This design comes from an exercise in tuning for small area, a short achievable clock period and few clock cycles per item on the open sky130 flow, not from production work. The RTL was checked by simulation tests, not by an equivalence proof against the original design. Power figures rest on the tool's default switching activity, not on a simulated workload.

==> flow/design.v, too long to show whole: its modules and the start of the top module <==
// module arb_mul: 623 lines
// module arb_sqrt: 31 lines
// module arb_div: 26 lines
// module arcball_rotation_quaternion_unit: 452 lines
module arcball_rotation_quaternion_unit #(
  parameter int COORD_BITS = 12,
  parameter int FRAC_BITS  = 16
) (
  input  logic                   clk,
  input  logic                   rst,
  input  logic                   cfg_we,
  input  logic [CFG_INDEX_W-1:0] cfg_index,
  input  logic [CFG_DATA_W-1:0]  cfg_data,
  input  logic                   pointer_valid,
  output logic                   pointer_ready,
  input  logic                   pointer_action,
  input  logic [COORD_BITS-1:0]  pointer_x,
  input  logic [COORD_BITS-1:0]  pointer_y,
  output logic                   rotation_valid,
  input  logic                   rotation_ready,
  output logic [FRAC_BITS+1:0]   rot_x,
  output logic [FRAC_BITS+1:0]   rot_y,
  output logic [FRAC_BITS+1:0]   rot_z,
  output logic [FRAC_BITS+1:0]   rot_w
);
  // ...
==> flow/flow/run.sh <==
#!/bin/bash
set -euo pipefail
export SETUP_SLACK_MARGIN=8
bash standard.sh finish > run_standard.log 2>&1
==> flow/standard.sh <==
#!/bin/bash
# synth_recipe.tcl (not shown) runs the flow's synth.tcl, then flattens the netlist and writes it again
# the make line also repeats each setting of config.mk as NAME=value (left out here)
make -C /OpenROAD-flow-scripts/flow DESIGN_CONFIG=/design/flow/config.mk WORK_HOME=/design/flow/orfs CLKGATE_MAP_FILE= SYNTH_SCRIPT=/design/flow/synth_recipe.tcl "${@:-finish}"
==> flow/config.mk <==
export PLATFORM = sky130hd
export DESIGN_NAME = arcball_rotation_quaternion_unit
export DESIGN_NICKNAME = arcball_rotation_quaternion_unit
export VERILOG_FILES = /design/flow/design.v
export SDC_FILE = /design/flow/constraint.sdc
export NUM_CORES = 4
export LEC_CHECK = 0
export CAP_MARGIN = 20
export CORE_MARGIN = 2
export CORE_UTILIZATION = 40
export SLEW_MARGIN = 30
==> flow/constraint.sdc <==
create_clock -name core_clock -period 12.5 [get_ports {clk}]
set_input_delay 2.5000 -clock core_clock [delete_from_list [all_inputs] [get_ports {clk}]]
set_output_delay 2.5000 -clock core_clock [all_outputs]
set_load 0.01 [all_outputs]
==> results_tabular.tex, run 1 <==
\begin{tabular}{lr}
\hline
Metric & Value \\
\hline
\multicolumn{2}{l}{\textbf{Synth}} \\
\quad Portion of the post-synthesis area used by sequential elements & 0.3570 \\
\quad Cell taking the most area after synthesis & sky130\_fd\_sc\_hd\_\_edfxtp\_1 \\
\quad \#FFs+latches synth & 661 \\
\quad Share of synthesized flip-flops with an asynchronous set or reset & 0 \\
\quad Count of distinct cell types in the synthesized netlist & 97 \\
\multicolumn{2}{l}{\textbf{Timing}} \\
\quad Setup violations, final & 0 \\
\quad Hold\_ws & 0.4226 ns \\
\quad Final worst setup slack & 6.870 ns \\
\quad Unrepaired setup endpoints after global routing & yes \\
\multicolumn{2}{l}{\textbf{Power}} \\
\quad Net Sw Frac & 0.4328 \\
\quad Part of the total power dissipated in the clock network & 0.177 \\
\multicolumn{2}{l}{\textbf{Detailed routing}} \\
\quad Residual antenna-violating net count after detailed routing & 0 \\
\quad Wire length on met3 & 15.93 mm \\
\multicolumn{2}{l}{\textbf{Global routing}} \\
\quad Global routing usage on met1 & 0.3673 \\
\quad Via count of the first global-routing pass & 39,148 \\
\multicolumn{2}{l}{\textbf{Cells and area}} \\
\quad Leading registers by flop count & acc x36, it\_rad x36, s\_q x35 \\
\quad Final Instance Count excl. Fillers & 7,094 \\
\quad Final Core Density & 0.5176 \\
\quad Most frequent standard cell in the layout excluding fill and tap cells & sky130\_fd\_sc\_hd\_\_nand2\_1 \\
\quad Syn-to-layout area delta & 28.40\% \\
\quad Clock buffer count in the final layout & 113 \\
\quad Dominant kind of cell & multi-input gates \\
\quad Sequential share of cell area & 0.2784 \\
\quad ClkCell Share & 0.04481 \\
\multicolumn{2}{l}{\textbf{Setup path}} \\
\quad Worst reg-to-reg setup slack & 6.87 ns \\
\quad Worst setup path class & reg2reg \\
\quad Critical path origin & op\_q[1] \\
\quad Dominant delay contributor by cell family on the critical path & simple AND/OR/NAND/NOR gates \\
\quad Worst stage delay on the critical path & 0.59 ns \\
\quad Endpoint arrival time on the critical path & 6.04 ns \\
\multicolumn{2}{l}{\textbf{Clock tree}} \\
\quad Maximum number of buffers from clock root to sink & 3 \\
\quad Insertion delay to the later sink of the worst-skew pair & 0.67 ns \\
\quad Resize count post-CTS & 527 \\
\quad Total clock buffers created by CTS & 78 \\
\multicolumn{2}{l}{\textbf{Run status}} \\
\quad Run status & complete, no violations \\
\multicolumn{2}{l}{\textbf{Placed design}} \\
\quad Instance area after placement & 0.04971 mm² \\
\quad Count of buffers from port buffering & 137 \\
\multicolumn{2}{l}{\textbf{Floorplanning}} \\
\quad Effective utilization at floorplan & 0.4031 \\
\hline
\end{tabular}
Testbench counts, summed over its fixed seeds: cycles 36,607, items 2,880.
==> module arcball_rotation_quaternion_unit, before the edit <==
module arcball_rotation_quaternion_unit #(
  parameter int COORD_BITS = 12,
  parameter int FRAC_BITS  = 16
) (
  input  logic                   clk,
  input  logic                   rst,
  input  logic                   cfg_we,
  input  logic [CFG_INDEX_W-1:0] cfg_index,
  input  logic [CFG_DATA_W-1:0]  cfg_data,
  input  logic                   pointer_valid,
  output logic                   pointer_ready,
  input  logic                   pointer_action,
  input  logic [COORD_BITS-1:0]  pointer_x,
  input  logic [COORD_BITS-1:0]  pointer_y,
  output logic                   rotation_valid,
  input  logic                   rotation_ready,
  output logic [FRAC_BITS+1:0]   rot_x,
  output logic [FRAC_BITS+1:0]   rot_y,
  output logic [FRAC_BITS+1:0]   rot_z,
  output logic [FRAC_BITS+1:0]   rot_w
);
  localparam logic [17:0] ONE_O = 18'h10000;
  logic [17:0] scale_x, scale_y;
  logic [31:0] eps;
  logic        rq_v, rq_act;
  logic [11:0] rq_px, rq_py;
  logic [3:0]  cnt;
  logic        m_v, m_act, s_v, s_act, d_v, d_act, d_out, b_v, b_out;
  logic        eps_pend;
  logic [3:0]  ec;
  logic        ovalid;
  logic        bigf;
  logic        outside;
  logic        mx_s, my_s;
  logic [17:0] mx_m, my_m;
  logic        sx_s, sy_s;
  logic [17:0] sx_m, sy_m;
  logic [20:0] it_rem;
  logic [35:0] it_rad;
  logic [17:0] it_root;
  logic [20:0] nx_rem;
  logic [35:0] nx_rad;
  logic [17:0] nx_root;
  logic        d_xs, d_ys;
  logic [17:0] dxr, dxq, dyr, dyq, dden;
  logic [17:0] nx_dxr, nx_dxq, nx_dyr, nx_dyq;
  logic        ex_s, ey_s, ax_s, ay_s;
  logic [16:0] ex_m, ey_m, ez_m, ax_m, ay_m, az_m;
  logic [17:0] opa, opb;
  logic [2:0]  iop;
  logic        ineg;
  logic [35:0] ms, mc;
  logic [35:0] s_q, c_q;
  logic [2:0]  op_q;
  logic        neg_q;
  logic [35:0] acc;
  logic [17:0] ox, oy, oz, ow;
  logic go0, hold2, adv;
  logic short, last;       
  assign last = (cnt == 4'd12) | (short & (cnt == 4'd11));
  assign go0   = rq_v | s_v | d_v | b_v | eps_pend;
  assign hold2 = eps_pend | (b_v & ovalid & ~rotation_ready);
  assign adv   = (cnt == 4'd0) ? go0 : (cnt == 4'd2) ? ~hold2 : 1'b1;
  logic [3:0] cnt_n, ec_n;
  logic       eps_pend_n, b_out_n, short_n;
  always_comb begin
    cnt_n = cnt;
    if (adv) begin
      case (cnt)
        4'd2:    cnt_n = (m_v | s_v | d_v | b_v) ? 4'd3 : 4'd0;
        default: cnt_n = last ? 4'd0 : cnt + 4'd1;
      endcase
    end
    ec_n       = ec;
    eps_pend_n = eps_pend;
    if (cnt == 4'd2 && eps_pend) begin
      ec_n = ec + 4'd1;
      if (ec == 4'd10) begin
        ec_n       = '0;
        eps_pend_n = 1'b0;
      end
    end
    if (last && b_v && !bigf) eps_pend_n = 1'b1;
    b_out_n = last ? d_out : b_out;
    short_n = last ? (~(d_v & d_act) | d_out) : short;
    if (rst) begin
      cnt_n      = '0;
      ec_n       = '0;
      eps_pend_n = 1'b0;
      short_n    = 1'b1;
    end
  end
  localparam int A_PX = 0, A_PY = 1, A_MX = 2, A_MY = 3, A_AX = 4, A_AY = 5,
                 A_AZ = 6, A_EC = 7, A_ES = 8;
  localparam int B_SX = 0, B_SY = 1, B_MX = 2, B_MY = 3, B_EX = 4, B_EY = 5,
                 B_EZ = 6, B_EC = 7, B_E2 = 8, B_ONE = 9;
  logic [8:0]  sel_a, sel_a_n;
  logic [9:0]  sel_b, sel_b_n;
  logic [2:0]  ecs, ecs_n;    
  always_comb begin
    logic [1:0] ej;
    sel_a_n = '0;
    sel_b_n = '0;
    case (ec_n)
      4'd0, 4'd3, 4'd6: ej = 2'd0;
      4'd1, 4'd4, 4'd7: ej = 2'd1;
      default:          ej = 2'd2;
    endcase
    case (ec_n)
      4'd0, 4'd1, 4'd2: ecs_n = 3'b001;
      4'd3, 4'd4, 4'd5: ecs_n = 3'b010;
      default:          ecs_n = 3'b100;
    endcase
    case (cnt_n)
      4'd0: begin sel_a_n[A_PX] = 1'b1; sel_b_n[B_SX] = 1'b1; end
      4'd1: begin sel_a_n[A_PY] = 1'b1; sel_b_n[B_SY] = 1'b1; end
      4'd2: begin
        if (eps_pend_n) begin
          case (ej)
            2'd0:    begin sel_a_n[A_EC] = 1'b1; sel_b_n[B_EC] = 1'b1; end
            2'd1:    begin sel_a_n[A_EC] = 1'b1; sel_b_n[B_E2] = 1'b1; end
            default: begin sel_a_n[A_ES] = 1'b1; sel_b_n[B_ONE] = 1'b1; end
          endcase
        end else if (b_out_n) begin sel_a_n[A_AZ] = 1'b1; sel_b_n[B_EY] = 1'b1; end
        else                  begin sel_a_n[A_AY] = 1'b1; sel_b_n[B_EZ] = 1'b1; end
      end
      4'd3: begin sel_a_n[A_AZ] = 1'b1; if (b_out_n) sel_b_n[B_EX] = 1'b1; else sel_b_n[B_EY] = 1'b1; end
      4'd4: begin
        if (b_out_n) begin sel_a_n[A_AX] = 1'b1; sel_b_n[B_EY] = 1'b1; end
        else         begin sel_a_n[A_AZ] = 1'b1; sel_b_n[B_EX] = 1'b1; end
      end
      4'd5: begin
        if (b_out_n) begin sel_a_n[A_AY] = 1'b1; sel_b_n[B_EX] = 1'b1; end
        else         begin sel_a_n[A_AX] = 1'b1; sel_b_n[B_EZ] = 1'b1; end
      end
      4'd6: begin sel_a_n[A_AX] = 1'b1; if (b_out_n) sel_b_n[B_EX] = 1'b1; else sel_b_n[B_EY] = 1'b1; end
      4'd7: begin sel_a_n[A_AY] = 1'b1; if (b_out_n) sel_b_n[B_EY] = 1'b1; else sel_b_n[B_EX] = 1'b1; end
      4'd8:  begin sel_a_n[A_AX] = 1'b1; sel_b_n[B_EX] = 1'b1; end
      4'd9:  begin sel_a_n[A_AY] = 1'b1; sel_b_n[B_EY] = 1'b1; end
      4'd10: begin
        if (short_n) begin sel_a_n[A_MX] = 1'b1; sel_b_n[B_MX] = 1'b1; end
        else         begin sel_a_n[A_AZ] = 1'b1; sel_b_n[B_EZ] = 1'b1; end
      end
      4'd11: begin
        if (short_n) begin sel_a_n[A_MY] = 1'b1; sel_b_n[B_MY] = 1'b1; end
        else         begin sel_a_n[A_MX] = 1'b1; sel_b_n[B_MX] = 1'b1; end
      end
      4'd12: begin sel_a_n[A_MY] = 1'b1; sel_b_n[B_MY] = 1'b1; end
      default: ;
    endcase
  end
  always_ff @(posedge clk) begin
    sel_a <= sel_a_n;
    sel_b <= sel_b_n;
    short <= short_n;
    ecs   <= ecs_n;
  end
  logic [17:0] ec_c;
  logic [16:0] ec_x;
  always_comb begin
    ec_c = ({18{ecs[0]}} & ox) | ({18{ecs[1]}} & oy) | ({18{ecs[2]}} & oz);
    ec_x = ec_c[17] ? ~ec_c[16:0] : ec_c[16:0];
    opa  = ({18{sel_a[A_PX]}} & {6'd0, rq_px})
         | ({18{sel_a[A_PY]}} & {6'd0, rq_py})
         | ({18{sel_a[A_MX]}} & mx_m)
         | ({18{sel_a[A_MY]}} & my_m)
         | ({18{sel_a[A_AX]}} & {1'b0, ax_m})
         | ({18{sel_a[A_AY]}} & {1'b0, ay_m})
         | ({18{sel_a[A_AZ]}} & {1'b0, az_m})
         | ({18{sel_a[A_EC]}} & {1'b0, ec_x})
         | ({18{sel_a[A_ES]}} & {17'd0, ec_c[17]});
    opb  = ({18{sel_b[B_SX]}} & scale_x)
         | ({18{sel_b[B_SY]}} & scale_y)
         | ({18{sel_b[B_MX]}} & mx_m)
         | ({18{sel_b[B_MY]}} & my_m)
         | ({18{sel_b[B_EX]}} & {1'b0, ex_m})
         | ({18{sel_b[B_EY]}} & {1'b0, ey_m})
         | ({18{sel_b[B_EZ]}} & {1'b0, ez_m})
         | ({18{sel_b[B_EC]}} & {1'b0, ec_x})
         | ({18{sel_b[B_E2]}} & {16'd0, ec_c[17], 1'b0})
         | ({18{sel_b[B_ONE]}} & 18'd1);
  end
  always_comb begin
    iop  = OP_NOP;
    ineg = 1'b0;
    case (cnt)
      4'd0: if (rq_v) iop = OP_MAPX;
      4'd1: if (m_v)  iop = OP_MAPY;
      4'd2: begin
        if (eps_pend) begin
          if (ec <= 4'd8) iop = (ec == 4'd0) ? OP_LD : OP_AC;
        end else if (b_v) begin
          iop  = OP_LD;
          ineg = b_out ? ~ey_s : ay_s;                
        end
      end
      4'd3: if (b_v) begin
        if (!b_out) begin iop = OP_AC; ineg = ~ey_s; end    
        else        begin iop = OP_LD; ineg = ex_s;  end    
      end
      4'd4: if (b_v) begin
        iop  = OP_LD;
        ineg = b_out ? (ax_s ^ ey_s) : ex_s;         
      end
      4'd5: if (b_v) begin
        iop  = OP_AC;
        ineg = b_out ? ~(ay_s ^ ex_s) : ~ax_s;       
      end
      4'd6: if (b_v) begin
        iop  = OP_LD;
        ineg = b_out ? (ax_s ^ ex_s) : (ax_s ^ ey_s);  
      end
      4'd7: if (b_v) begin
        iop  = OP_AC;
        ineg = b_out ? (ay_s ^ ey_s) : ~(ay_s ^ ex_s);  
      end
      4'd8:  if (b_v && !b_out) begin iop = OP_LD; ineg = ax_s ^ ex_s; end   
      4'd9:  if (b_v && !b_out) begin iop = OP_AC; ineg = ay_s ^ ey_s; end   
      4'd10: begin
        if (short) begin if (m_v) iop = OP_LD; end                           
        else if (b_v) begin iop = OP_AC; ineg = 1'b0; end                    
      end
      4'd11: if (m_v) iop = short ? OP_AC : OP_LD;
      4'd12: if (m_v) iop = OP_AC;
      default: ;
    endcase
  end
  arb_mul u_mul (
    .a (opa),
    .b (opb),
    .s (ms),
    .c (mc)
  );
  always_ff @(posedge clk) begin
    s_q   <= ms;
    c_q   <= mc;
    neg_q <= ineg;
    if (rst) op_q <= OP_NOP;
    else     op_q <= iop;
  end
  logic [35:0] base, bx, u, v, tsum, res;
  always_comb begin
    base = (op_q == OP_AC) ? acc : 36'd0;
    bx   = neg_q ? ~base : base;
    u    = bx ^ s_q ^ c_q;
    v    = (bx & s_q) | (bx & c_q) | (s_q & c_q);
    tsum = u + {v[34:0], 1'b0};
    res  = neg_q ? ~tsum : tsum;
  end
  logic        p_lt;
  logic [17:0] p_mag;
  always_comb begin
    logic        gt3;
    logic [17:0] m_lt, m_ge;
    p_lt  = (res[35:16] == 20'd0);
    m_lt  = 18'h10000 - {2'b00, res[15:0]};
    gt3   = (res[35:18] != 18'd0) || ((res[17:16] == 2'b11) && (res[15:0] != 16'd0));
    m_ge  = gt3 ? 18'h20000 : (res[17:0] - 18'h10000);
    p_mag = p_lt ? m_lt : m_ge;
  end
  logic [17:0] rnd;
  logic        rnd_big;
  logic [16:0] hi_mask;
  always_comb begin
    logic        sg, cy;
    logic [20:0] q;
    logic [16:0] x;
    sg = acc[35];
    cy = acc[15] & (~sg | (acc[14:0] != 15'd0));
    q  = {acc[35], acc[35:16]} + {20'd0, cy};
    if (!q[20] && (q > 21'h10000))      rnd = 18'h10000;
    else if (q[20] && (q < 21'h1F0000)) rnd = 18'h30000;
    else                                rnd = q[17:0];
    for (int i = 0; i < 17; i++) hi_mask[i] = ((eps >> (2 * i)) == 32'd0);
    x = rnd[17] ? ~rnd[16:0] : rnd[16:0];
    rnd_big = |(x & hi_mask);
  end
  arb_sqrt #(.K(2)) u_sqrt (
    .rem_i  (it_rem),
    .rad_i  (it_rad),
    .root_i (it_root),
    .rem_o  (nx_rem),
    .rad_o  (nx_rad),
    .root_o (nx_root)
  );
  arb_div #(.K(2)) u_divx (
    .den   (dden),
    .rem_i (dxr),
    .nq_i  (dxq),
    .rem_o (nx_dxr),
    .nq_o  (nx_dxq)
  );
  arb_div #(.K(2)) u_divy (
    .den   (dden),
    .rem_i (dyr),
    .nq_i  (dyq),
    .rem_o (nx_dyr),
    .nq_o  (nx_dyq)
  );
  logic        len_out;
  logic [35:0] len_rad;
  logic [33:0] numx, numy;
  always_comb begin
    len_out = (acc[35:33] != 3'd0) || (acc[32] && (acc[31:0] != 32'd0));
    len_rad = len_out ? acc : (36'h1_0000_0000 - acc);
    numx    = {(sx_m + {17'd0, it_root[17]}), it_root[16:1]};
    numy    = {(sy_m + {17'd0, it_root[17]}), it_root[16:1]};
  end
  assign pointer_ready  = ~rq_v;
  assign rotation_valid = ovalid;
  assign rot_x = ox;
  assign rot_y = oy;
  assign rot_z = oz;
  assign rot_w = ow;
  always_ff @(posedge clk) begin
    if (rst) begin
      scale_x  <= 18'd256;
      scale_y  <= 18'd256;
      eps      <= 32'd1;
      rq_v     <= 1'b0;
      m_v      <= 1'b0;
      s_v      <= 1'b0;
      d_v      <= 1'b0;
      b_v      <= 1'b0;
      ovalid   <= 1'b0;
      ax_s     <= 1'b0;
      ay_s     <= 1'b0;
      ax_m     <= '0;
      ay_m     <= '0;
      az_m     <= '0;
    end else begin
      if (cfg_we) begin
        case (cfg_index)
          REG_SCALE_X:    scale_x <= cfg_data[17:0];
          REG_SCALE_Y:    scale_y <= cfg_data[17:0];
          REG_EPSILON_SQ: eps     <= cfg_data;
          default: ;
        endcase
      end
      if (pointer_valid && !rq_v) begin
        rq_v   <= 1'b1;
        rq_act <= pointer_action;
        rq_px  <= pointer_x;
        rq_py  <= pointer_y;
      end
      if (ovalid && rotation_ready) ovalid <= 1'b0;
      case (cnt)
        4'd0: if (go0) begin
          m_v   <= rq_v;
          m_act <= rq_act;
        end
        4'd1: if (m_v) rq_v <= 1'b0;
        4'd2: if (eps_pend && ec == 4'd10) ovalid <= 1'b1;
        default: ;
      endcase
      if (last) begin
        if (b_v && bigf) ovalid <= 1'b1;
        if (d_v && !d_act) begin
          ax_s <= d_xs;
          ay_s <= d_ys;
          ax_m <= dxq[16:0];
          ay_m <= dyq[16:0];
          az_m <= d_out ? 17'd0 : dden[16:0];
        end
        b_v   <= d_v & d_act;
        d_v   <= s_v;
        d_act <= s_act;
        s_v   <= m_v;
        s_act <= m_act;
        m_v   <= 1'b0;
      end
    end
    cnt      <= cnt_n;
    ec       <= ec_n;
    eps_pend <= eps_pend_n;
    b_out    <= b_out_n;
  end
  always_ff @(posedge clk) begin
    case (op_q)
      OP_MAPX: begin mx_s <= p_lt; mx_m <= p_mag; end
      OP_MAPY: begin my_s <= ~p_lt; my_m <= p_mag; end
      OP_LD, OP_AC: acc <= res;
      default: ;
    endcase
    if (cnt == 4'd1) begin
      outside <= len_out;
      it_rem  <= '0;
      it_rad  <= len_rad;
      it_root <= '0;
    end
    if (adv && cnt >= 4'd2 && cnt <= 4'd10) begin
      it_rem  <= nx_rem;
      it_rad  <= nx_rad;
      it_root <= nx_root;
    end
    if (d_v && d_out && adv && cnt <= 4'd8) begin
      dxr <= nx_dxr;
      dxq <= nx_dxq;
      dyr <= nx_dyr;
      dyq <= nx_dyq;
    end
    if (last) begin
      sx_s <= mx_s;
      sx_m <= mx_m;
      sy_s <= my_s;
      sy_m <= my_m;
      if (d_v && d_act) begin
        ex_s <= d_xs;
        ey_s <= d_ys;
        ex_m <= dxq[16:0];
        ey_m <= dyq[16:0];
        ez_m <= d_out ? 17'd0 : dden[16:0];
      end
      d_xs  <= sx_s;
      d_ys  <= sy_s;
      d_out <= outside;
      dden  <= it_root;
      if (outside) begin
        dxr <= {2'd0, numx[33:18]};
        dxq <= numx[17:0];
        dyr <= {2'd0, numy[33:18]};
        dyq <= numy[17:0];
      end else begin
        dxq <= sx_m;
        dyq <= sy_m;
      end
    end
    if (b_v && !b_out) begin
      case (cnt)
        4'd5: begin ox <= rnd; bigf <= rnd_big; end
        4'd7: begin oy <= rnd; bigf <= bigf | rnd_big; end
        4'd9: begin oz <= rnd; bigf <= bigf | rnd_big; end
        default: ;
      endcase
    end
    if (b_v && b_out) begin
      case (cnt)
        4'd4: begin ox <= rnd; bigf <= rnd_big; end
        4'd5: begin oy <= rnd; bigf <= bigf | rnd_big; end
        4'd7: begin oz <= rnd; bigf <= bigf | rnd_big; end
        default: ;
      endcase
    end
    if (last && b_v) ow <= rnd;
    if (cnt == 4'd2 && eps_pend && ec == 4'd10 && acc <= {4'd0, eps}) begin
      ox <= '0;
      oy <= '0;
      oz <= '0;
      ow <= ONE_O;
    end
  end
endmodule
==> run 2, diff against run 1 <==
--- a/flow/design.v
+++ b/flow/design.v
@@ -727,7 +727,7 @@
   logic        ovalid;
   logic        bigf;
   logic        outside;
-  logic        mx_s, my_s;
+  logic        mx_s, my_s, mx_lt, my_lt, mx_gt, my_gt;
   logic [17:0] mx_m, my_m;
   logic        sx_s, sy_s;
   logic [17:0] sx_m, sy_m;
@@ -943,24 +943,23 @@
     tsum = u + {v[34:0], 1'b0};
     res  = neg_q ? ~tsum : tsum;
   end
-  logic        p_lt;
-  logic [17:0] p_mag;
+  logic        p_lt, p_gt;
   always_comb begin
-    logic        gt3;
-    logic [17:0] m_lt, m_ge;
-    p_lt  = (res[35:16] == 20'd0);
-    m_lt  = 18'h10000 - {2'b00, res[15:0]};
-    gt3   = (res[35:18] != 18'd0) || ((res[17:16] == 2'b11) && (res[15:0] != 16'd0));
-    m_ge  = gt3 ? 18'h20000 : (res[17:0] - 18'h10000);
-    p_mag = p_lt ? m_lt : m_ge;
+    p_lt = (res[35:16] == 20'd0);
+    p_gt = (res[35:18] != 18'd0) || ((res[17:16] == 2'b11) && (res[15:0] != 16'd0));
   end
+  function automatic logic [17:0] map_mag(input logic [17:0] p, input logic lt, input logic gt);
+    if (lt)      map_mag = 18'h10000 - {2'b00, p[15:0]};
+    else if (gt) map_mag = 18'h20000;
+    else         map_mag = p - 18'h10000;
+  endfunction
   logic [17:0] rnd;
   logic        rnd_big;
   logic [16:0] hi_mask;
   always_comb begin
     logic        sg, cy;
     logic [20:0] q;
-    logic [16:0] x;
+    logic [19:0] xa;
     sg = acc[35];
     cy = acc[15] & (~sg | (acc[14:0] != 15'd0));
     q  = {acc[35], acc[35:16]} + {20'd0, cy};
@@ -968,8 +967,8 @@
     else if (q[20] && (q < 21'h1F0000)) rnd = 18'h30000;
     else                                rnd = q[17:0];
     for (int i = 0; i < 17; i++) hi_mask[i] = ((eps >> (2 * i)) == 32'd0);
-    x = rnd[17] ? ~rnd[16:0] : rnd[16:0];
-    rnd_big = |(x & hi_mask);
+    xa = acc[35] ? ~acc[35:16] : acc[35:16];
+    rnd_big = (|xa[19:16]) | (|(xa[15:0] & hi_mask[15:0]));
   end
   arb_sqrt #(.K(2)) u_sqrt (
     .rem_i  (it_rem),
@@ -1073,11 +1072,13 @@
   end
   always_ff @(posedge clk) begin
     case (op_q)
-      OP_MAPX: begin mx_s <= p_lt; mx_m <= p_mag; end
-      OP_MAPY: begin my_s <= ~p_lt; my_m <= p_mag; end
+      OP_MAPX: begin mx_s <= p_lt;  mx_lt <= p_lt; mx_gt <= p_gt; mx_m <= res[17:0]; end
+      OP_MAPY: begin my_s <= ~p_lt; my_lt <= p_lt; my_gt <= p_gt; my_m <= res[17:0]; end
       OP_LD, OP_AC: acc <= res;
       default: ;
     endcase
+    if (cnt == 4'd3) mx_m <= map_mag(mx_m, mx_lt, mx_gt);
+    if (cnt == 4'd4) my_m <= map_mag(my_m, my_lt, my_gt);
     if (cnt == 4'd1) begin
       outside <= len_out;
       it_rem  <= '0;
==> flow/flow/run.sh (replaced) <==
#!/bin/bash
set -euo pipefail
export SETUP_SLACK_MARGIN=6
bash standard.sh finish > run_standard.log 2>&1
--- a/flow/config.mk
+++ b/flow/config.mk
@@ -8,4 +8,4 @@
 export CAP_MARGIN = 20
 export CORE_MARGIN = 2
 export CORE_UTILIZATION = 40
-export SLEW_MARGIN = 30
+export SLEW_MARGIN = 20
==> results_tabular.tex, run 2 <==
\begin{tabular}{lr}
\hline
Metric & Value \\
\hline
\multicolumn{2}{l}{\textbf{Run status}} \\
\quad Run status & complete, no violations (unchanged) \\
\multicolumn{2}{l}{\textbf{Floorplanning}} \\
\quad Effective utilization at floorplan & 0.4031 (about the same) \\
\quad Number of cell rows & 124 (unchanged) \\
\quad Die width & 343.4 µm (was 343.2 µm) \\
\quad Vertical extent of the die & 343.4 µm (was 343.2 µm) \\
\quad Placeable core region & 0.1143 mm² (was 0.1142 mm²) \\
\quad Full die area & 0.1180 mm² (was 0.1178 mm²) \\
\quad Number of top-level pins & 138 (unchanged) \\
\multicolumn{2}{l}{\textbf{Cells and area}} \\
\quad Commonest non-fill, non-tap cells in the layout & sky130\_fd\_sc\_hd\_\_nand2\_1 (629), sky130\_fd\_sc\_hd\_\_inv\_1 (543), sky130\_fd\_sc\_hd\_\_nor2\_1 (442), sky130\_fd\_sc\_hd\_\_dfxtp\_1 (339), sky130\_fd\_sc\_hd\_\_edfxtp\_1 (323) (was sky130\_fd\_sc\_hd\_\_nand2\_1 (572), sky130\_fd\_sc\_hd\_\_inv\_1 (475), sky130\_fd\_sc\_hd\_\_nor2\_1 (451), sky130\_fd\_sc\_hd\_\_dfxtp\_1 (334), sky130\_fd\_sc\_hd\_\_buf\_4 (323)) \\
\quad Filler Cells Inserted & 10,944 (was 10,334) \\
\quad Final Instance Count excl. Fillers & 6,580 (was 7,094) \\
\quad Antenna Cells & 0 (was 1) \\
\quad Fraction of layout instances using a drive strength above 1 & 0.06156 (was 0.2315) \\
\quad Sequential cell area & 0.01653 mm² (was 0.01646 mm²) \\
\quad Net count, final & 5,568 (was 6,084) \\
\quad Leading registers by flop count & acc x36, it\_rad x36, s\_q x35 (unchanged) \\
\quad Most frequent standard cell in the layout excluding fill and tap cells & sky130\_fd\_sc\_hd\_\_nand2\_1 (unchanged) \\
\quad Final Core Density & 0.4518 (was 0.5176) \\
\quad Multi-input gate area in the final layout & 0.02653 mm² (was 0.03007 mm²) \\
\quad Syn-to-layout area delta & 12.08\% (was 28.40\%) \\
\multicolumn{2}{l}{\textbf{Detailed routing}} \\
\quad Number of DRC markers in iteration 0 & 3,919 (was 3,830) \\
\quad Final wirelength & 152.6 mm (was 170.0 mm) \\
\quad Detailed-route via count & 37,654 (was 40,292) \\
\quad First-pass iteration count of the detailed router & 7 (was 6) \\
\quad Post-detailed-route wirelength per cell & 23.19 µm (was 23.96 µm) \\
\quad Number of vias per cell & 5.722 (was 5.680) \\
\quad Residual antenna-violating net count after detailed routing & 0 (unchanged) \\
\quad Drc violations & 0 (unchanged) \\
\multicolumn{2}{l}{\textbf{Timing}} \\
\quad Worst slew margin & 0.2255 (was 0.1080) \\
\quad Max Clock Freq & 156.6 MHz (was 177.6 MHz) \\
\quad Tmin final & 6.385 ns (was 5.630 ns) \\
\quad Largest clock skew in the final design & 0.05396 ns (was 0.03442 ns) \\
\quad Number of failing hold endpoints at the final stage & 0 (unchanged) \\
\quad Unrepaired setup endpoints after global routing & no (was yes) \\
\quad Final Cycle Share & 0.5108 (was 0.4504) \\
\quad Setup violations, final & 0 (unchanged) \\
\quad Transition at the pin with the smallest max-transition slack & 1.160 ns (was 1.338 ns) \\
\quad Total Neg Setup Slack & 0 ns (unchanged) \\
\quad Final number of max-transition violations & 0 (unchanged) \\
\quad Final worst setup slack & 6.115 ns (was 6.870 ns) \\
\quad Hold\_ws & 0.4194 ns (was 0.4226 ns) \\
\multicolumn{2}{l}{\textbf{Synth}} \\
\quad Share of Yosys cell area claimed by the top area cell type & 0.2104 (was 0.2087) \\
\quad Syn nets & 5,540 (was 5,660) \\
\quad Top-count cell post-synth & sky130\_fd\_sc\_hd\_\_nand2\_1 (unchanged) \\
\quad Synth Instances & 4,972 (was 5,093) \\
\quad Count of distinct cell types in the synthesized netlist & 100 (was 97) \\
\quad Average size of a mapped cell & 9.270 µm² (was 9.039 µm²) \\
\quad Count of flip-flops with a built-in enable after synthesis & 323 (was 320) \\
\quad Share of synthesized flip-flops with an asynchronous set or reset & 0 (unchanged) \\
\quad Ranking of synthesized cells by instance count & sky130\_fd\_sc\_hd\_\_nand2\_1 (631), sky130\_fd\_sc\_hd\_\_inv\_1 (547), sky130\_fd\_sc\_hd\_\_nor2\_1 (444) (was sky130\_fd\_sc\_hd\_\_nand2\_1 (607), sky130\_fd\_sc\_hd\_\_inv\_1 (575), sky130\_fd\_sc\_hd\_\_nor2\_1 (521)) \\
\quad Commonest register cell after synthesis & sky130\_fd\_sc\_hd\_\_dfxtp\_1 (unchanged) \\
\quad Portion of the post-synthesis area used by sequential elements & 0.3586 (was 0.3570) \\
\quad Synthesized area & 0.04609 mm² (was 0.04604 mm²) \\
\quad Warnings, synthesis & 3 (unchanged) \\
\quad Largest cells by area after synthesis & sky130\_fd\_sc\_hd\_\_edfxtp\_1 (21\%), sky130\_fd\_sc\_hd\_\_dfxtp\_1 (15\%), sky130\_fd\_sc\_hd\_\_fa\_1 (13\%) (unchanged) \\
\quad \#FFs+latches synth & 664 (was 661) \\
\quad Cell taking the most area after synthesis & sky130\_fd\_sc\_hd\_\_edfxtp\_1 (unchanged) \\
\multicolumn{2}{l}{\textbf{Hold path}} \\
\quad Class of the tightest hold or removal check & reg2reg (unchanged) \\
\multicolumn{2}{l}{\textbf{Placed design}} \\
\quad Count of buffers from port buffering & 137 (unchanged) \\
\quad Placement-stage worst setup slack & 5.723 ns (was 6.335 ns) \\
\quad Cell count after placement & 6,430 (was 6,558) \\
\quad Hpwl dp & 115.5 mm (was 118.5 mm) \\
\quad Weighted congestion at the end of routability-driven global placement & 0.9286 (was 0.9621) \\
\multicolumn{2}{l}{\textbf{Power}} \\
\quad Combinational share of power & 0.513 (was 0.616) \\
\quad Part of the total power dissipated in the clock network & 0.219 (was 0.177) \\
\quad Net switching power of the design & 4.863 mW (was 5.818 mW) \\
\quad Maximum ir drop on the vdd rail & 0.2361 mV (was 0.4534 mV) \\
\quad Ratio of total power to cell area & 215.8 mW/mm² (was 227.4 mW/mm²) \\
\quad Sequential Power Share & 0.268 (was 0.207) \\
\quad Leakage & 20.14 nW (was 23.69 nW) \\
\quad Net Sw Frac & 0.4362 (was 0.4328) \\
\quad Internal power & 6.284 mW (was 7.624 mW) \\
\multicolumn{2}{l}{\textbf{Setup path}} \\
\quad Endpoint arrival time on the critical path & 6.89 ns (was 6.04 ns) \\
\quad Largest fanout on the critical path & 18 (was 5) \\
\quad Buf/Inv on CP & 3 (was 5) \\
\quad Dominant delay contributor by cell family on the critical path & adder cells (was simple AND/OR/NAND/NOR gates) \\
\quad Required @ worst endpoint & 13.01 ns (was 12.91 ns) \\
\quad Worst stage delay on the critical path & 0.85 ns (was 0.59 ns) \\
\quad Crit end category & flip-flop (unchanged) \\
\quad Top cell by count, worst path & sky130\_fd\_sc\_hd\_\_fa\_1 \\
\quad Worst setup path class & reg2reg (unchanged) \\
\quad Startpoint class of the critical path & flip-flop (unchanged) \\
\quad Critical path cell sequence & a222oi\_1, xor2\_1, nand2\_1, nand4\_1, nand2\_1, fa\_1, inv\_1, fa\_1, inv\_1, fa\_1, fa\_1, fa\_1, inv\_1, fa\_1 (was nor3b\_4, buf\_6, buf\_12, buf\_12, buf\_12, nand2\_4, xnor2\_2, fa\_1, inv\_2, ha\_4, a21o\_1, a21oi\_2, o211ai\_1, a221o\_1, a21o\_1, xnor2\_2, or4\_4, or3\_1, or4\_4, or4\_4, or3\_4) \\
\quad Slowest stage cell on the critical path & sky130\_fd\_sc\_hd\_\_xor2\_1 (was sky130\_fd\_sc\_hd\_\_or4\_4) \\
\multicolumn{2}{l}{\textbf{Clock tree}} \\
\quad Root cell of the clock tree & sky130\_fd\_sc\_hd\_\_clkbuf\_16 (unchanged) \\
\quad TritonCTS sink count & 664 (was 661) \\
\quad Clock-pin slew on the worst setup and hold paths & 0.06 ns (about the same) \\
\quad Maximum number of buffers from clock root to sink & 3 (unchanged) \\
\quad Insertion delay to the later sink of the worst-skew pair & 0.68 ns (was 0.67 ns) \\
\quad Clock tree from TritonCTS & done (unchanged) \\
\quad Hold-fix buffers, CTS & 0 (unchanged) \\
\quad Maximum level of the CTS H-tree & 3 (unchanged) \\
\quad Total clock buffers created by CTS & 80 (was 78) \\
\multicolumn{2}{l}{\textbf{Global routing}} \\
\quad Total overflow reported by the global router & 0 (unchanged) \\
\quad Pin count of the biggest net entering global routing & 87 (was 83) \\
\quad Via count of the first global-routing pass & 36,329 (was 39,148) \\
\quad Tot GR Track Use & 0.2559 (was 0.2819) \\
\quad Global-route wire length before repair & 229.1 mm (was 249.0 mm) \\
\quad Antenna violations before repair & 2 (was 10) \\
\multicolumn{2}{l}{\textbf{Run}} \\
\quad Max-cap violation count & 0 (unchanged) \\
\hline
\end{tabular}
## run 2: path summary, 6_finish.rpt
check / start / to / slack, ns / cells after the start
worst max-delay path: ecs[0] / c_q[21] / 6.11 / 14
worst min-delay path: sy_s / d_ys / 0.42 / 0
worst max register to register: ecs[0] / c_q[21] / 6.11 / 14
worst min register to register: sy_s / d_ys / 0.42 / 0
## run 2: power by group through the flow
stage	Clock [mW]	Combinational, mW	Sequential, mW
3_3_place_gp	0	5.57	3.02
2_1_floorplan	0	4.17	2.88
3_5_place_dp	0	5.64	3.02
4_1_cts	2.47	5.67	2.98
5_1_grt	2.56	6.34	3.01
6_report	2.44	5.72	2.99
## run 2: worst register-to-register path, stage by stage, from the launching register on
cell and delay, ns:
sky130_fd_sc_hd__dfxtp_1 0.53, sky130_fd_sc_hd__a222oi_1 0.84, sky130_fd_sc_hd__xor2_1 0.85, sky130_fd_sc_hd__nand2_1 0.17
sky130_fd_sc_hd__nand4_1 0.54, sky130_fd_sc_hd__nand2_1 0.18, sky130_fd_sc_hd__fa_1 0.57, sky130_fd_sc_hd__inv_1 0.06
sky130_fd_sc_hd__fa_1 0.51, sky130_fd_sc_hd__inv_1 0.06, sky130_fd_sc_hd__fa_1 0.44, sky130_fd_sc_hd__fa_1 0.43
sky130_fd_sc_hd__fa_1 0.55, sky130_fd_sc_hd__inv_1 0.05, sky130_fd_sc_hd__fa_1 0.45
## run 2: kinds of logic (layout without fill, tap and decap cells)
kind of cell,after synthesis,count (layout),synth area share
XOR/XNOR,327,327,0.06214
AND/OR/NAND/NOR,1536,1536,0.1495
adder cells (fa/ha/maj),504,504,0.1847
flip-flops,664,664,0.3586
buffers and inverters,809,905,0.06879
AO/OA/AOI/OAI,1031,1031,0.1536
multiplexers,101,101,0.02270
## run 2: what timing repair did
action / in CTS / in global routing
setup buffers: 0 / 0
endpoints found under the setup margin: 19 / 21
gates resized for setup: 2 / 5
gates cloned: 0 / 0
hold endpoints to repair: 0 / 0
## run 2: cell type report
cell class,instances,share of cell area
clock buffers,112,0.04428
clock inverters,38,0.009156
inverters,551,0.04011
multi-input cells,3499,0.5136
flip-flops and latches,664,0.3200
well taps,1512,0.03662
repair buffers,204,0.03631
## run 2: routing by layer
layer / track usage / vias to the layer above / routed length, µm
li1: - / 17224 / -
met5: 0 / - / 23
met1: 0.3647 / 18534 / 67170
met2: 0.3977 / 1625 / 67780
met3: 0.04150 / 267 / 12760
met4: 0.08033 / 4 / 4843
## run 2: metrics by stage
step	area, µm²	power (mW)
after floorplan	46090	7.049
after global placement	48870	8.588
after detailed placement	48870	8.661
after CTS	51640	11.12
after global routing	51660	11.91
final	51660	11.15
Testbench counts of run 2, summed over its fixed seeds: cycles 36,607, items 2,880.
==> run 3, diff against run 2 <==
==> flow/flow/run.sh (replaced) <==
#!/bin/bash
set -euo pipefail
export SETUP_SLACK_MARGIN=6.5
bash standard.sh finish > run_standard.log 2>&1
--- a/flow/config.mk
+++ b/flow/config.mk
@@ -7,5 +7,5 @@
 export LEC_CHECK = 0
 export CAP_MARGIN = 20
 export CORE_MARGIN = 2
-export CORE_UTILIZATION = 40
+export CORE_UTILIZATION = 55
 export SLEW_MARGIN = 20
==> results_tabular.tex, run 3 <==
\begin{tabular}{lr}
\hline
Metric & Value \\
\hline
\multicolumn{2}{l}{\textbf{Floorplanning}} \\
\quad Full die area & 0.08613 mm² (was 0.1180 mm²) \\
\quad Number of cell rows & 106 (was 124) \\
\quad Vertical extent of the die & 293.5 µm (was 343.4 µm) \\
\quad Die width & 293.5 µm (was 343.4 µm) \\
\quad Placeable core region & 0.08329 mm² (was 0.1143 mm²) \\
\quad Effective utilization at floorplan & 0.5534 (was 0.4031) \\
\quad Number of top-level pins & 138 (unchanged) \\
\multicolumn{2}{l}{\textbf{Timing}} \\
\quad Total Neg Setup Slack & 0 ns (unchanged) \\
\quad Transition at the pin with the smallest max-transition slack & 1.204 ns (was 1.160 ns) \\
\quad Unrepaired setup endpoints after global routing & no (unchanged) \\
\quad Tmin final & 5.850 ns (was 6.385 ns) \\
\quad Worst slew margin & 0.1960 (was 0.2255) \\
\quad Max Clock Freq & 170.9 MHz (was 156.6 MHz) \\
\quad Largest clock skew in the final design & 0.03556 ns (was 0.05396 ns) \\
\quad Final Cycle Share & 0.4680 (was 0.5108) \\
\quad Final number of max-transition violations & 0 (unchanged) \\
\quad Setup violations, final & 0 (unchanged) \\
\quad Number of failing hold endpoints at the final stage & 0 (unchanged) \\
\quad Hold\_ws & 0.4233 ns (was 0.4194 ns) \\
\multicolumn{2}{l}{\textbf{Synth}} \\
\quad Area fraction in compound gates after synthesis & 0.1536 (unchanged) \\
\quad Top-count cell post-synth & sky130\_fd\_sc\_hd\_\_nand2\_1 (unchanged) \\
\quad Synth Instances & 4,972 (unchanged) \\
\quad Share of Yosys cell area claimed by the top area cell type & 0.2104 (unchanged) \\
\quad Ranking of synthesized cells by instance count & sky130\_fd\_sc\_hd\_\_nand2\_1 (631), sky130\_fd\_sc\_hd\_\_inv\_1 (547), sky130\_fd\_sc\_hd\_\_nor2\_1 (444) (unchanged) \\
\quad Largest cells by area after synthesis & sky130\_fd\_sc\_hd\_\_edfxtp\_1 (21\%), sky130\_fd\_sc\_hd\_\_dfxtp\_1 (15\%), sky130\_fd\_sc\_hd\_\_fa\_1 (13\%) (unchanged) \\
\quad Portion of the post-synthesis area used by sequential elements & 0.3586 (unchanged) \\
\quad Post-synthesis share of cell area spent on xor and xnor gates & 0.06214 (unchanged) \\
\quad Count of flip-flops with a built-in enable after synthesis & 323 (unchanged) \\
\quad Adder and majority gate portion of the synthesized area & 0.1847 (unchanged) \\
\quad Synthesized area & 0.04609 mm² (unchanged) \\
\quad Average size of a mapped cell & 9.270 µm² (unchanged) \\
\quad Post-synthesis share of cell area spent on and, or, nand and nor gates & 0.1495 (unchanged) \\
\quad Count of distinct cell types in the synthesized netlist & 100 (unchanged) \\
\quad Cell taking the most area after synthesis & sky130\_fd\_sc\_hd\_\_edfxtp\_1 (unchanged) \\
\quad Share of synthesized area spent on multiplexers & 0.02270 (unchanged) \\
\quad Share of synthesized flip-flops with an asynchronous set or reset & 0 (unchanged) \\
\quad Syn nets & 5,540 (unchanged) \\
\quad \#FFs+latches synth & 664 (unchanged) \\
\quad Warnings, synthesis & 3 (unchanged) \\
\quad Dominant combinational cell family by area after synthesis & adder cells (unchanged) \\
\quad Commonest register cell after synthesis & sky130\_fd\_sc\_hd\_\_dfxtp\_1 (unchanged) \\
\multicolumn{2}{l}{\textbf{Detailed routing}} \\
\quad Post-detailed-route wirelength per cell & 24.74 µm (was 23.19 µm) \\
\quad Number of vias per cell & 6.131 (was 5.722) \\
\quad Drc violations & 0 (unchanged) \\
\quad Number of DRC markers in iteration 0 & 4,553 (was 3,919) \\
\quad Detailed-route via count & 37,805 (was 37,654) \\
\quad Residual antenna-violating net count after detailed routing & 0 (unchanged) \\
\quad First-pass iteration count of the detailed router & 9 (was 7) \\
\quad Final wirelength & 152.5 mm (was 152.6 mm) \\
\multicolumn{2}{l}{\textbf{Global routing}} \\
\quad Pin count of the biggest net entering global routing & 87 (unchanged) \\
\quad Antenna violations before repair & 3 (was 2) \\
\quad Tot GR Track Use & 0.3515 (was 0.2559) \\
\quad Via count of the first global-routing pass & 35,943 (was 36,329) \\
\quad Total overflow reported by the global router & 0 (unchanged) \\
\quad Global-route wire length before repair & 227.1 mm (was 229.1 mm) \\
\multicolumn{2}{l}{\textbf{Cells and area}} \\
\quad Net count, final & 5,588 (was 5,568) \\
\quad Filler Cells Inserted & 7,295 (was 10,944) \\
\quad Leading registers by flop count & acc x36, it\_rad x36, s\_q x35 (unchanged) \\
\quad Fraction of layout instances using a drive strength above 1 & 0.07039 (was 0.06156) \\
\quad Syn-to-layout area delta & 11.90\% (was 12.08\%) \\
\quad Commonest non-fill, non-tap cells in the layout & sky130\_fd\_sc\_hd\_\_nand2\_1 (629), sky130\_fd\_sc\_hd\_\_inv\_1 (543), sky130\_fd\_sc\_hd\_\_nor2\_1 (440), sky130\_fd\_sc\_hd\_\_dfxtp\_1 (340), sky130\_fd\_sc\_hd\_\_edfxtp\_1 (323) (was sky130\_fd\_sc\_hd\_\_nand2\_1 (629), sky130\_fd\_sc\_hd\_\_inv\_1 (543), sky130\_fd\_sc\_hd\_\_nor2\_1 (442), sky130\_fd\_sc\_hd\_\_dfxtp\_1 (339), sky130\_fd\_sc\_hd\_\_edfxtp\_1 (323)) \\
\quad Antenna Cells & 0 (unchanged) \\
\quad Multi-input gate area in the final layout & 0.02669 mm² (was 0.02653 mm²) \\
\quad Most frequent standard cell in the layout excluding fill and tap cells & sky130\_fd\_sc\_hd\_\_nand2\_1 (unchanged) \\
\quad Sequential cell area & 0.01653 mm² (about the same) \\
\multicolumn{2}{l}{\textbf{Power}} \\
\quad Combinational share of power & 0.516 (was 0.513) \\
\quad Net switching power of the design & 4.891 mW (was 4.863 mW) \\
\quad Leakage & 20.33 nW (was 20.14 nW) \\
\quad Maximum ir drop on the vdd rail & 0.4187 mV (was 0.2361 mV) \\
\quad Part of the total power dissipated in the clock network & 0.219 (about the same) \\
\quad Ratio of total power to cell area & 217.9 mW/mm² (was 215.8 mW/mm²) \\
\quad Net Sw Frac & 0.4353 (was 0.4362) \\
\quad Sequential Power Share & 0.264 (was 0.268) \\
\quad Internal power & 6.345 mW (was 6.284 mW) \\
\multicolumn{2}{l}{\textbf{Run}} \\
\quad Max-cap violation count & 0 (unchanged) \\
\multicolumn{2}{l}{\textbf{Setup path}} \\
\quad Crit end category & flip-flop (unchanged) \\
\quad Required @ worst endpoint & 13.04 ns (was 13.01 ns) \\
\quad Slowest stage cell on the critical path & sky130\_fd\_sc\_hd\_\_a222oi\_1 (was sky130\_fd\_sc\_hd\_\_xor2\_1) \\
\quad Dominant delay contributor by cell family on the critical path & adder cells (unchanged) \\
\quad Largest fanout on the critical path & 18 (unchanged) \\
\quad Worst setup path class & reg2reg (unchanged) \\
\quad Buf/Inv on CP & 3 (unchanged) \\
\quad Critical path cell sequence & a222oi\_1, xor2\_4, nand2\_1, nand4\_1, nand2\_1, fa\_1, fa\_1, inv\_1, fa\_1, inv\_1, fa\_1, fa\_1, inv\_1, fa\_1 (was a222oi\_1, xor2\_1, nand2\_1, nand4\_1, nand2\_1, fa\_1, inv\_1, fa\_1, inv\_1, fa\_1, fa\_1, fa\_1, inv\_1, fa\_1) \\
\quad Startpoint class of the critical path & flip-flop (unchanged) \\
\quad Top cell by count, worst path & sky130\_fd\_sc\_hd\_\_fa\_1 (unchanged) \\
\quad Worst stage delay on the critical path & 0.96 ns (was 0.85 ns) \\
\quad Endpoint arrival time on the critical path & 6.39 ns (was 6.89 ns) \\
\multicolumn{2}{l}{\textbf{Placed design}} \\
\quad Weighted congestion at the end of routability-driven global placement & 0.9280 (was 0.9286) \\
\quad Count of buffers from port buffering & 137 (unchanged) \\
\quad Hpwl dp & 114.7 mm (was 115.5 mm) \\
\multicolumn{2}{l}{\textbf{Clock tree}} \\
\quad TritonCTS sink count & 664 (unchanged) \\
\quad Maximum number of buffers from clock root to sink & 3 (unchanged) \\
\quad Root cell of the clock tree & sky130\_fd\_sc\_hd\_\_clkbuf\_16 (unchanged) \\
\quad Total clock buffers created by CTS & 78 (was 80) \\
\quad Maximum level of the CTS H-tree & 3 (unchanged) \\
\quad Clock-pin slew on the worst setup and hold paths & 0.06 ns (about the same) \\
\quad Clock tree from TritonCTS & done (unchanged) \\
\quad Hold-fix buffers, CTS & 0 (unchanged) \\
\quad Insertion delay to the later sink of the worst-skew pair & 0.66 ns (was 0.68 ns) \\
\multicolumn{2}{l}{\textbf{Hold path}} \\
\quad Class of the tightest hold or removal check & reg2reg (unchanged) \\
\multicolumn{2}{l}{\textbf{Run status}} \\
\quad Run status & complete, no violations (unchanged) \\
\hline
\end{tabular}
## run 3: cell counts after synthesis
Identical to the previous run, type by type.
## run 3: area by class of cell
cell class                 count  area share
sequential                   664      0.3204
inverter                     551     0.04017
clock inverter                42     0.01172
tap                         1080     0.02620
timing repair buffer         226     0.04194
multi-input combinational   3499      0.5174
clock buffer                 104     0.04209
## run 3: metrics by stage
stage	instance area [µm²]	utilization	total power, mW	setup WS [ns]	instances
after global placement	48300	0.5799	8.540	5.917	5994
after global routing	51580	0.6192	11.97	6.445	6166
after floorplan	46090	-	7.049	6.810	4972
after CTS	51110	0.6137	11.10	6.495	6140
after detailed placement	48300	0.5799	8.629	5.820	5994
final	51580	0.6192	11.24	6.650	6166
## run 3: routing by layer
layer	wire length, µm	GRT usage
met1	64670	0.5039
met2	67060	0.5361
met3	15390	0.06483
met4	5392	0.1193
met5	8	0
## run 3: cell families (layout without fill, tap and decap cells)
logic type                 count (synthesis)  after routing
xor gates and xnor gates                 327            327
muxes                                    101            101
AOI/OAI and AO/OA                       1031           1031
buffers and inverters                    809            923
adders and majority gates                504            504
DFF                                      664            664
and+or+nand+nor                         1536           1536
## run 3: worst paths after layout
path | startpoint | to | slack (ns) | depth (start not counted)
min | rq_act | m_act | 0.42 | 0
min reg2reg | rq_act | m_act | 0.42 | 0
max | ecs[0] | c_q[16] | 6.65 | 14
max reg2reg | ecs[0] | c_q[16] | 6.65 | 14
## run 3: timing repair
action | CTS | global route
setup endpoints to repair | 26 | 61
pin swaps | 0 | 2
buffers inserted | 0 | 24
gates resized for setup | 9 | 30
## run 3: power groups by stage
stage,combinational [mW],clock (mW),sequential [mW]
6_report,5.80,2.46,2.97
5_1_grt,6.42,2.56,2.99
4_1_cts,5.65,2.49,2.97
3_5_place_dp,5.62,0,3.01
3_3_place_gp,5.53,0,3.01
2_1_floorplan,4.17,0,2.88
==> run 4, diff against run 3 <==
--- a/flow/config.mk
+++ b/flow/config.mk
@@ -7,5 +7,5 @@
 export LEC_CHECK = 0
 export CAP_MARGIN = 20
 export CORE_MARGIN = 2
-export CORE_UTILIZATION = 55
+export CORE_UTILIZATION = 65
 export SLEW_MARGIN = 20
==> results_tabular.tex, run 4 <==
\begin{tabular}{lr}
\hline
Metric & Value \\
\hline
\multicolumn{2}{l}{\textbf{Global routing}} \\
\quad Total overflow reported by the global router & 0 (unchanged) \\
\quad Via count of the first global-routing pass & 36,738 (was 35,943) \\
\quad Pin count of the biggest net entering global routing & 80 (was 87) \\
\quad Global-route wire length before repair & 222.3 mm (was 227.1 mm) \\
\quad Tot GR Track Use & 0.3983 (was 0.3515) \\
\quad Antenna violations before repair & 4 (was 3) \\
\multicolumn{2}{l}{\textbf{Detailed routing}} \\
\quad Drc violations & 0 (unchanged) \\
\quad Residual antenna-violating net count after detailed routing & 0 (unchanged) \\
\quad Final wirelength & 146.2 mm (was 152.5 mm) \\
\quad Detailed-route via count & 38,549 (was 37,805) \\
\quad Post-detailed-route wirelength per cell & 24.22 µm (was 24.74 µm) \\
\quad First-pass iteration count of the detailed router & 9 (unchanged) \\
\quad Number of vias per cell & 6.388 (was 6.131) \\
\quad Number of DRC markers in iteration 0 & 5,261 (was 4,553) \\
\multicolumn{2}{l}{\textbf{Placed design}} \\
\quad Count of buffers from port buffering & 137 (unchanged) \\
\quad Cell count after placement & 5,855 (was 5,994) \\
\quad Weighted congestion at the end of routability-driven global placement & 0.9471 (was 0.9280) \\
\quad Hpwl dp & 109.1 mm (was 114.7 mm) \\
\quad Instance area after placement & 0.04813 mm² (was 0.04830 mm²) \\
\multicolumn{2}{l}{\textbf{Timing}} \\
\quad Largest clock skew in the final design & 0.03937 ns (was 0.03556 ns) \\
\quad Transition at the pin with the smallest max-transition slack & 1.211 ns (was 1.204 ns) \\
\quad Total Neg Setup Slack & 0 ns (unchanged) \\
\quad Tmin final & 5.941 ns (was 5.850 ns) \\
\quad Final Cycle Share & 0.4753 (was 0.4680) \\
\quad Hold\_ws & 0.4306 ns (was 0.4233 ns) \\
\quad Unrepaired setup endpoints after global routing & yes (was no) \\
\quad Worst slew margin & 0.1921 (was 0.1960) \\
\quad Max Clock Freq & 168.3 MHz (was 170.9 MHz) \\
\quad Number of failing hold endpoints at the final stage & 0 (unchanged) \\
\quad Final number of max-transition violations & 0 (unchanged) \\
\quad Setup violations, final & 0 (unchanged) \\
\multicolumn{2}{l}{\textbf{Run}} \\
\quad Max-cap violation count & 0 (unchanged) \\
\multicolumn{2}{l}{\textbf{Floorplanning}} \\
\quad Full die area & 0.07305 mm² (was 0.08613 mm²) \\
\quad Die width & 270.3 µm (was 293.5 µm) \\
\quad Vertical extent of the die & 270.3 µm (was 293.5 µm) \\
\quad Effective utilization at floorplan & 0.6570 (was 0.5534) \\
\quad Number of cell rows & 97 (was 106) \\
\quad Placeable core region & 0.07015 mm² (was 0.08329 mm²) \\
\quad Number of top-level pins & 138 (unchanged) \\
\multicolumn{2}{l}{\textbf{Clock tree}} \\
\quad Root cell of the clock tree & sky130\_fd\_sc\_hd\_\_clkbuf\_16 (unchanged) \\
\quad Hold-fix buffers, CTS & 0 (unchanged) \\
\quad Clock tree from TritonCTS & done (unchanged) \\
\quad Clock-pin slew on the worst setup and hold paths & 0.06 ns (about the same) \\
\quad TritonCTS sink count & 664 (unchanged) \\
\quad Maximum number of buffers from clock root to sink & 3 (unchanged) \\
\quad Maximum level of the CTS H-tree & 3 (unchanged) \\
\quad Total clock buffers created by CTS & 75 (was 78) \\
\quad Insertion delay to the later sink of the worst-skew pair & 0.64 ns (was 0.66 ns) \\
\multicolumn{2}{l}{\textbf{Power}} \\
\quad Maximum ir drop on the vdd rail & 0.4921 mV (was 0.4187 mV) \\
\quad Sequential Power Share & 0.269 (was 0.264) \\
\quad Leakage & 20.25 nW (was 20.33 nW) \\
\quad Internal power & 6.178 mW (was 6.345 mW) \\
\quad Net switching power of the design & 4.820 mW (was 4.891 mW) \\
\quad Part of the total power dissipated in the clock network & 0.202 (was 0.219) \\
\quad Combinational share of power & 0.530 (was 0.516) \\
\quad Net Sw Frac & 0.4383 (was 0.4353) \\
\quad Ratio of total power to cell area & 215.1 mW/mm² (was 217.9 mW/mm²) \\
\multicolumn{2}{l}{\textbf{Synth}} \\
\quad Cell taking the most area after synthesis & sky130\_fd\_sc\_hd\_\_edfxtp\_1 (unchanged) \\
\quad Top-count cell post-synth & sky130\_fd\_sc\_hd\_\_nand2\_1 (unchanged) \\
\quad Largest cells by area after synthesis & sky130\_fd\_sc\_hd\_\_edfxtp\_1 (21\%), sky130\_fd\_sc\_hd\_\_dfxtp\_1 (15\%), sky130\_fd\_sc\_hd\_\_fa\_1 (13\%) (unchanged) \\
\quad Share of Yosys cell area claimed by the top area cell type & 0.2104 (unchanged) \\
\quad Share of synthesized flip-flops with an asynchronous set or reset & 0 (unchanged) \\
\quad Ranking of synthesized cells by instance count & sky130\_fd\_sc\_hd\_\_nand2\_1 (631), sky130\_fd\_sc\_hd\_\_inv\_1 (547), sky130\_fd\_sc\_hd\_\_nor2\_1 (444) (unchanged) \\
\quad Synth Instances & 4,972 (unchanged) \\
\quad Warnings, synthesis & 3 (unchanged) \\
\quad Syn nets & 5,540 (unchanged) \\
\quad Synthesized area & 0.04609 mm² (unchanged) \\
\quad Average size of a mapped cell & 9.270 µm² (unchanged) \\
\quad \#FFs+latches synth & 664 (unchanged) \\
\quad Count of flip-flops with a built-in enable after synthesis & 323 (unchanged) \\
\quad Count of distinct cell types in the synthesized netlist & 100 (unchanged) \\
\quad Commonest register cell after synthesis & sky130\_fd\_sc\_hd\_\_dfxtp\_1 (unchanged) \\
\quad Portion of the post-synthesis area used by sequential elements & 0.3586 (unchanged) \\
\multicolumn{2}{l}{\textbf{Cells and area}} \\
\quad Commonest non-fill, non-tap cells in the layout & sky130\_fd\_sc\_hd\_\_nand2\_1 (629), sky130\_fd\_sc\_hd\_\_inv\_1 (543), sky130\_fd\_sc\_hd\_\_nor2\_1 (441), sky130\_fd\_sc\_hd\_\_dfxtp\_1 (340), sky130\_fd\_sc\_hd\_\_edfxtp\_1 (323) (was sky130\_fd\_sc\_hd\_\_nand2\_1 (629), sky130\_fd\_sc\_hd\_\_inv\_1 (543), sky130\_fd\_sc\_hd\_\_nor2\_1 (440), sky130\_fd\_sc\_hd\_\_dfxtp\_1 (340), sky130\_fd\_sc\_hd\_\_edfxtp\_1 (323)) \\
\quad Most frequent standard cell in the layout excluding fill and tap cells & sky130\_fd\_sc\_hd\_\_nand2\_1 (unchanged) \\
\quad Final Instance Count excl. Fillers & 6,035 (was 6,166) \\
\quad Final Core Density & 0.7288 (was 0.6192) \\
\quad Syn-to-layout area delta & 10.93\% (was 11.90\%) \\
\quad Fraction of layout instances using a drive strength above 1 & 0.07108 (was 0.07039) \\
\quad Leading registers by flop count & acc x36, it\_rad x36, s\_q x35 (unchanged) \\
\quad Net count, final & 5,599 (was 5,588) \\
\quad Finished layout cell area & 0.05113 mm² (was 0.05158 mm²) \\
\multicolumn{2}{l}{\textbf{Setup path}} \\
\quad Worst setup path class & reg2reg (unchanged) \\
\quad Top cell by count, worst path & sky130\_fd\_sc\_hd\_\_fa\_1 (unchanged) \\
\quad Startpoint class of the critical path & flip-flop (unchanged) \\
\quad Crit end category & flip-flop (unchanged) \\
\quad Dominant delay contributor by cell family on the critical path & adder cells (unchanged) \\
\quad Required @ worst endpoint & 13.01 ns (was 13.04 ns) \\
\quad Largest fanout on the critical path & 18 (unchanged) \\
\quad Critical path cell sequence & a222oi\_1, xor2\_2, nand2\_1, and4\_2, nor2\_1, fa\_1, inv\_1, fa\_1, inv\_1, fa\_1, inv\_1, fa\_1, fa\_1, inv\_1, fa\_1 (was a222oi\_1, xor2\_4, nand2\_1, nand4\_1, nand2\_1, fa\_1, fa\_1, inv\_1, fa\_1, inv\_1, fa\_1, fa\_1, inv\_1, fa\_1) \\
\quad Worst stage delay on the critical path & 1.01 ns (was 0.96 ns) \\
\quad Endpoint arrival time on the critical path & 6.45 ns (was 6.39 ns) \\
\quad Slowest stage cell on the critical path & sky130\_fd\_sc\_hd\_\_a222oi\_1 (unchanged) \\
\quad Buf/Inv on CP & 4 (was 3) \\
\multicolumn{2}{l}{\textbf{Run status}} \\
\quad Run status & complete, no violations (unchanged) \\
\multicolumn{2}{l}{\textbf{Hold path}} \\
\quad Class of the tightest hold or removal check & reg2reg (unchanged) \\
\hline
\end{tabular}
[run 4: per-layer routing]
metal  track usage  wire, µm
met2        0.5973     63320
met5             0        13
met3       0.09984     19170
met1        0.5561     57150
met4        0.1591      6518
[run 4: power groups by stage]
stage                     registers, mW  logic (mW)  clock network, mW
after global routing               2.98        6.45               2.31
after floorplan                    2.88        4.17                  0
after global placement             2.98        5.45                  0
final                              2.95        5.83               2.22
after detailed placement           2.99        5.57                  0
after CTS                          2.94        5.62               2.22
[run 4: layout make-up]
type	instances	area, µm²
Sequential cell	664	16530
Clock inverter	36	346.6
Antenna cell	2	5.005
Inverter	551	2074
Clock buffer	103	2087
Fill cell	5388	19020
Tap cell	940	1176
Multi-Input combinational cell	3499	26640
Timing Repair Buffer	240	2272
[run 4: cells by family after synthesis]
family,after synthesis,share of synthesized area
xor gates and xnor gates,327,0.06214
and+or+nand+nor,1536,0.1495
buffers and inverters,809,0.06879
AOI/OAI and AO/OA,1031,0.1536
muxes,101,0.02270
DFF,664,0.3586
adders and majority gates,504,0.1847
[run 4: per-stage QoR]
| step | worst slack [ns] | total power [mW] |
|---|---|---|
| 4_1_cts | 6.406 | 10.79 |
| 3_5_place_dp | 5.787 | 8.556 |
| 2_1_floorplan | 6.810 | 7.049 |
| 6_report | 6.559 | 11.00 |
| 5_1_grt | 6.449 | 11.73 |
| 3_3_place_gp | 6.004 | 8.429 |
[run 4: worst reg2reg max path: cells and delay by family, from the launching register on]
family,cells,cell delay [ns]
AO/OA/AOI/OAI,1,1.01
flip-flops,1,0.50
XOR/XNOR,1,0.36
adder cells (fa/ha/maj),6,2.89
buffers and inverters,4,0.22
AND/OR/NAND/NOR,3,0.86
[run 4: path summary, 6_finish.rpt]
path,slack [ns],start,endpoint,cells past startpoint
worst min-delay path,0.43,my_s,sy_s,0
worst max-delay path,6.56,ecs[0],c_q[21],15
worst max register to register,6.56,ecs[0],c_q[21],15
worst min register to register,0.43,my_s,sy_s,0
[run 4: repair_timing]
item | 4_1_cts | 5_1_grt
endpoints found under the setup margin | 38 | 65
pin swaps | 0 | 6
setup buffers | 3 | 36
gates resized for setup | 10 | 29
==> run 5, diff against run 4 <==
==> flow/flow/run.sh (replaced) <==
#!/bin/bash
set -euo pipefail
export SETUP_SLACK_MARGIN=7
bash standard.sh finish > run_standard.log 2>&1
--- a/flow/config.mk
+++ b/flow/config.mk
@@ -7,5 +7,5 @@
 export LEC_CHECK = 0
 export CAP_MARGIN = 20
 export CORE_MARGIN = 2
-export CORE_UTILIZATION = 65
+export CORE_UTILIZATION = 55
 export SLEW_MARGIN = 20
==> results_tabular.tex, run 5 <==
\begin{tabular}{lr}
\hline
Metric & Value \\
\hline
\multicolumn{2}{l}{\textbf{Cells and area}} \\
\quad Net count, final & 5,664 (was 5,599) \\
\quad Fraction of layout instances using a drive strength above 1 & 0.09114 (was 0.07108) \\
\quad Filler Cells Inserted & 7,201 (was 5,388) \\
\multicolumn{2}{l}{\textbf{Setup path}} \\
\quad Worst setup path class & reg2reg (unchanged) \\
\multicolumn{2}{l}{\textbf{Synth}} \\
\quad Largest cells by area after synthesis & sky130\_fd\_sc\_hd\_\_edfxtp\_1 (21\%), sky130\_fd\_sc\_hd\_\_dfxtp\_1 (15\%), sky130\_fd\_sc\_hd\_\_fa\_1 (13\%) (unchanged) \\
\quad \#FFs+latches synth & 664 (unchanged) \\
\quad Synth Instances & 4,972 (unchanged) \\
\quad Count of distinct cell types in the synthesized netlist & 100 (unchanged) \\
\quad Top-count cell post-synth & sky130\_fd\_sc\_hd\_\_nand2\_1 (unchanged) \\
\multicolumn{2}{l}{\textbf{Placed design}} \\
\quad Count of buffers from port buffering & 137 (unchanged) \\
\quad Placement-stage worst setup slack & 5.878 ns (was 5.787 ns) \\
\quad Cell count after placement & 5,999 (was 5,855) \\
\multicolumn{2}{l}{\textbf{Power}} \\
\quad Ratio of total power to cell area & 214.0 mW/mm² (was 215.1 mW/mm²) \\
\quad Overall power after layout & 11.22 mW (was 11.00 mW) \\
\quad Internal power & 6.333 mW (was 6.178 mW) \\
\multicolumn{2}{l}{\textbf{Hold path}} \\
\quad Source of the worst hold timing path & m\_act (was my\_s) \\
\multicolumn{2}{l}{\textbf{Detailed routing}} \\
\quad Detailed-route via count & 37,948 (was 38,549) \\
\quad Final wirelength & 153.6 mm (was 146.2 mm) \\
\quad Number of vias per cell & 6.078 (was 6.388) \\
\multicolumn{2}{l}{\textbf{Timing}} \\
\quad Hold\_ws & 0.4227 ns (was 0.4306 ns) \\
\multicolumn{2}{l}{\textbf{Clock tree}} \\
\quad Maximum number of buffers from clock root to sink & 3 (unchanged) \\
\quad TritonCTS sink count & 664 (unchanged) \\
\multicolumn{2}{l}{\textbf{Run status}} \\
\quad Run status & complete, no violations (unchanged) \\
\hline
\end{tabular}
## run 5: area by class of cell
| class | count | area, µm² | area share |
|---|---|---|---|
| clock inverter | 35 | 464.2 | 0.008852 |
| antenna | 7 | 17.52 | 0.0003340 |
| tap | 1080 | 1351 | 0.02577 |
| timing repair buffer | 304 | 2950 | 0.05626 |
| clock buffer | 104 | 2107 | 0.04018 |
| sequential | 664 | 16540 | 0.3154 |
| multi-input combinational | 3499 | 26930 | 0.5135 |
| inverter | 551 | 2086 | 0.03977 |
## run 5: cell families after synthesis
logic type | count (synthesis) | share of synthesized area
and+or+nand+nor | 1536 | 0.1495
buffers and inverters | 809 | 0.06879
xor gates and xnor gates | 327 | 0.06214
muxes | 101 | 0.02270
adders and majority gates | 504 | 0.1847
AOI/OAI and AO/OA | 1031 | 0.1536
DFF | 664 | 0.3586
## run 5: power by group through the flow
stage,Clock [mW],Sequential (mW),Combinational (mW)
floorplan,0,2.87,4.17
global placement,0,3.00,5.56
detailed placement,0,3.00,5.62
CTS,2.34,2.96,5.74
global route,2.43,2.98,6.60
finish,2.32,2.95,5.94
## run 5: worst max-delay path: stages, from the launching register on
cell	delay, ns
sky130_fd_sc_hd__dfxtp_4	0.41
sky130_fd_sc_hd__a222oi_1	0.89
sky130_fd_sc_hd__xor2_2	0.21
sky130_fd_sc_hd__buf_4	0.20
sky130_fd_sc_hd__nand2_1	0.09
sky130_fd_sc_hd__nand4_1	0.17
sky130_fd_sc_hd__buf_6	0.20
sky130_fd_sc_hd__nand2_1	0.10
sky130_fd_sc_hd__fa_1	0.53
sky130_fd_sc_hd__inv_1	0.05
sky130_fd_sc_hd__fa_1	0.50
sky130_fd_sc_hd__inv_1	0.06
sky130_fd_sc_hd__fa_1	0.48
sky130_fd_sc_hd__fa_1	0.40
sky130_fd_sc_hd__fa_1	0.51
sky130_fd_sc_hd__inv_1	0.05
sky130_fd_sc_hd__fa_1	0.44
## run 5: timing repair
item                       CTS  global route
setup endpoints to repair   73           151
hold buffers                 0             0
buffers inserted            24            70
pin swaps                   12            27
cloned                       0             5
resized for setup           60            80
## run 5: path summary, 6_finish.rpt
check                  to  slack [ns]  cells after the start
setup / recovery  c_q[20]        7.05                     16
hold / removal      s_act        0.42                      0
hold reg to reg     s_act        0.42                      0
setup reg to reg  c_q[20]        7.05                     16
## run 5: routing by layer
metal | vias up | part of all wire
li1 | 17377 | -
met1 | 18643 | 0.43
met2 | 1695 | 0.44
met3 | 231 | 0.10
met4 | 2 | 0.031
met5 | - | 0.00015

Re-timed with assumed drivers on the ports (clkbuf_16 on the clock, buf_2 on other inputs), run 5 has 7.046 ns of setup slack against 7.046 ns with ideal ports, and 6.767 ns once port delays also move by the mid clock arrival of 0.722 ns.
